What follows belongs to an exercise in optimizing a design on an open flow for small area, a short achievable clock period and few clock cycles per item; a production flow would make more cautious choices. The RTL was checked by simulation tests, not by an equivalence proof against the original design. Power is estimated from default activity; no workload was simulated.

v6:
## gyro_quaternion_integrator
module gyro_quaternion_integrator (
   input  logic               clock,
   input  logic               reset,
   input  logic               req_valid,
   output logic               req_stall,
   input  logic signed [31:0] req_rate_x,
   input  logic signed [31:0] req_rate_y,
   input  logic signed [31:0] req_rate_z,
   input  logic               req_accel_ok,
   input  logic               req_gyro_ok,
   input  logic               req_mag_ok,
   output logic               rsp_valid,
   input  logic               rsp_stall,
   output logic signed [31:0] rsp_quat_w,
   output logic signed [31:0] rsp_quat_x,
   output logic signed [31:0] rsp_quat_y,
   output logic signed [31:0] rsp_quat_z,
   output logic [15:0]        rsp_confidence,
   output logic               rsp_applied,
   input  logic               csr_wr_en,
   input  logic [31:0]        csr_wr_data
);
   localparam int NS = 15;             
   localparam int ND = 16;             
   localparam int I_IDLE  = 0;
   localparam int I_ISSUE = 1;
   localparam int I_WSQ   = 2;
   localparam int I_SQRT  = 3;
   localparam int I_DIV   = 4;
   localparam int I_FIN   = 5;
   localparam logic [5:0] M_IDLE  = 6'b1 << I_IDLE;
   localparam logic [5:0] M_ISSUE = 6'b1 << I_ISSUE;
   localparam logic [5:0] M_WSQ   = 6'b1 << I_WSQ;
   localparam logic [5:0] M_SQRT  = 6'b1 << I_SQRT;
   localparam logic [5:0] M_DIV   = 6'b1 << I_DIV;
   localparam logic [5:0] M_FIN   = 6'b1 << I_FIN;
   logic [5:0]  m_st;
   logic [3:0]  icnt;
   logic [3:0]  scnt;
   logic        tiny;
   logic        slot_full, slot_hdone;
   logic [1:0]  hcnt;
   logic [1:0]  skip_cnt;
   logic [31:0] sf;
   logic        upd;
   logic        rsp_v, rsp_app;
   logic [2:0][31:0] h;       
   logic [3:0][31:0] q;       
   logic [3:0][31:0] n;       
   logic [3:0][31:0] rem;     
   logic [32:0]      srem;    
   logic [33:0]      r3;      
   logic [3:0]       sgn;     
   logic [63:0]      acc;     
   logic [31:0]      root;    
   logic [31:0]      dvd;     
   logic [33:0]      dvd3;    
   logic signed [31:0] op_a;
   logic signed [33:0] op_a3;                     
   logic [10:0]        op_m1, op_m2, op_m3, op_m4, op_sgn;    
   logic [10:0]        iss_m1, iss_m2, iss_m3, iss_m4, iss_sgn;
   logic [1:0]         op_cs;     
   logic [63:0]        op_c;
   logic               v1, v2;
  ...
==> flow/config.mk <==
export PLATFORM = sky130hd
export DESIGN_NAME = gyro_quaternion_integrator
export DESIGN_NICKNAME = gyro_quaternion_integrator
export VERILOG_FILES = /design/flow/design.v
export SDC_FILE = /design/flow/constraint.sdc
export NUM_CORES = 4
export LEC_CHECK = 0
export CAP_MARGIN = 20
export CORE_MARGIN = 2
export CORE_UTILIZATION = 40
export SLEW_MARGIN = 60
==> flow/constraint.sdc <==
create_clock -name core_clock -period 12.0 [get_ports {clock}]
set_input_delay 2.4000 -clock core_clock [delete_from_list [all_inputs] [get_ports {clock}]]
set_output_delay 2.4000 -clock core_clock [all_outputs]
set_load 0.01 [all_outputs]
run.sh (not shown) runs the stock make flow with config.mk's settings and CLKGATE_MAP_FILE= SYNTH_SCRIPT=/design/flow/synth_recipe.tcl, a recipe that flattens the netlist after the stock synthesis.
Testbench counts of v6, summed over its fixed seeds: cycles 74,660, items 1,600.
What v7 does differently from v6 at the input level:
-- flow/design.v --
<<< v6, line 352
   gqi_add #(37, 6) u_sq2 (.a(sq_t), .b(~{1'b0, root, 4'b0100}), .ci(1'b1), .s(sq_e2), .co());
   gqi_add #(37, 6) u_sq3 (.a(sq_t), .b(~{r3, 3'b001}), .ci(1'b1), .s(sq_e3), .co());
   always_comb begin
      logic [36:0] t, e1, e2, e3;
>>> v7, line 352
   gqi_add #(37, 6) u_sq2 (.a(sq_t), .b(~{1'b0, root, 4'b0100}), .ci(1'b1), .s(sq_e2), .co());
   gqi_add #(37, 6) u_sq3 (.a(sq_t), .b(~{r3, 3'b001}), .ci(1'b1), .s(sq_e3), .co());
   logic [31:0] sq_pp, sq_pm_n;
   logic [31:0] sq_pm;
   gqi_inc u_pp (.a(r3[31:0]), .ci(1'b1), .s(sq_pp));
   gqi_inc u_pm (.a(~r3[31:0]), .ci(1'b1), .s(sq_pm_n));
   assign sq_pm = ~sq_pm_n;
   always_comb begin
      logic [36:0] t, e1, e2, e3;
<<< v6, line 359
      e2 = sq_e2;
      e3 = sq_e3;
      pm = r3 - 34'd1;
      pp = r3 + 34'd1;
      sq_x_nx = {acc[59:0], 4'b0000};
      if (!e3[36]) begin
>>> v7, line 364
      e2 = sq_e2;
      e3 = sq_e3;
      pm = 34'(sq_pm);
      pp = 34'(sq_pp);
      sq_x_nx = {acc[59:0], 4'b0000};
      if (!e3[36]) begin
[summary]
- v7 vs v6 — routed wire length dropped by a few percent
- v7 vs. v6: synthesized cell count shrank by about 1.5%, first-iteration DRC count now sits higher, final worst-path cycle share -2.0 points, number of signal-net inverters in the final layout shows a reduction of about 9%.
- Compared with v6, v7 ends up with less cell area.
- In v7 the switching power turned out about 3% lower than in v6.
- v7 vs. v6: post-layout minimum cycle time lost 0.24 ns, worst setup margin higher, worst endpoint required time now smaller.
Testbench counts of v7, summed over its fixed seeds: cycles 74,660, items 1,600.

==> what the ideal ports hide <==
No port has a modelled driver above. Below, the same layouts with a new extraction and two added sets of constraints. Step 1 (the two cells are an assumption about what drives the block):
set clk [get_ports {clock}]
set_driving_cell -lib_cell sky130_fd_sc_hd__clkbuf_16 $clk
set_driving_cell -lib_cell sky130_fd_sc_hd__buf_2 [delete_from_list [all_inputs] $clk]
Step 2 also shifts input and output timing later by t, the mid clock arrival at the registers, as if the neighbouring blocks saw the same clock. a / b / c = ideal / step 1 / step 2; a / b = the first two.
| run | shift t [ns] | setup WS [ns] | worst setup path after step 2 |
|---|---|---|---|
| v6 | 0.965 | 6.320 / 6.320 / 6.320 | register to register |
| v7 | 0.933 | 6.558 / 6.558 / 6.558 | register to register |
After both steps setup and hold are still met in every run listed.
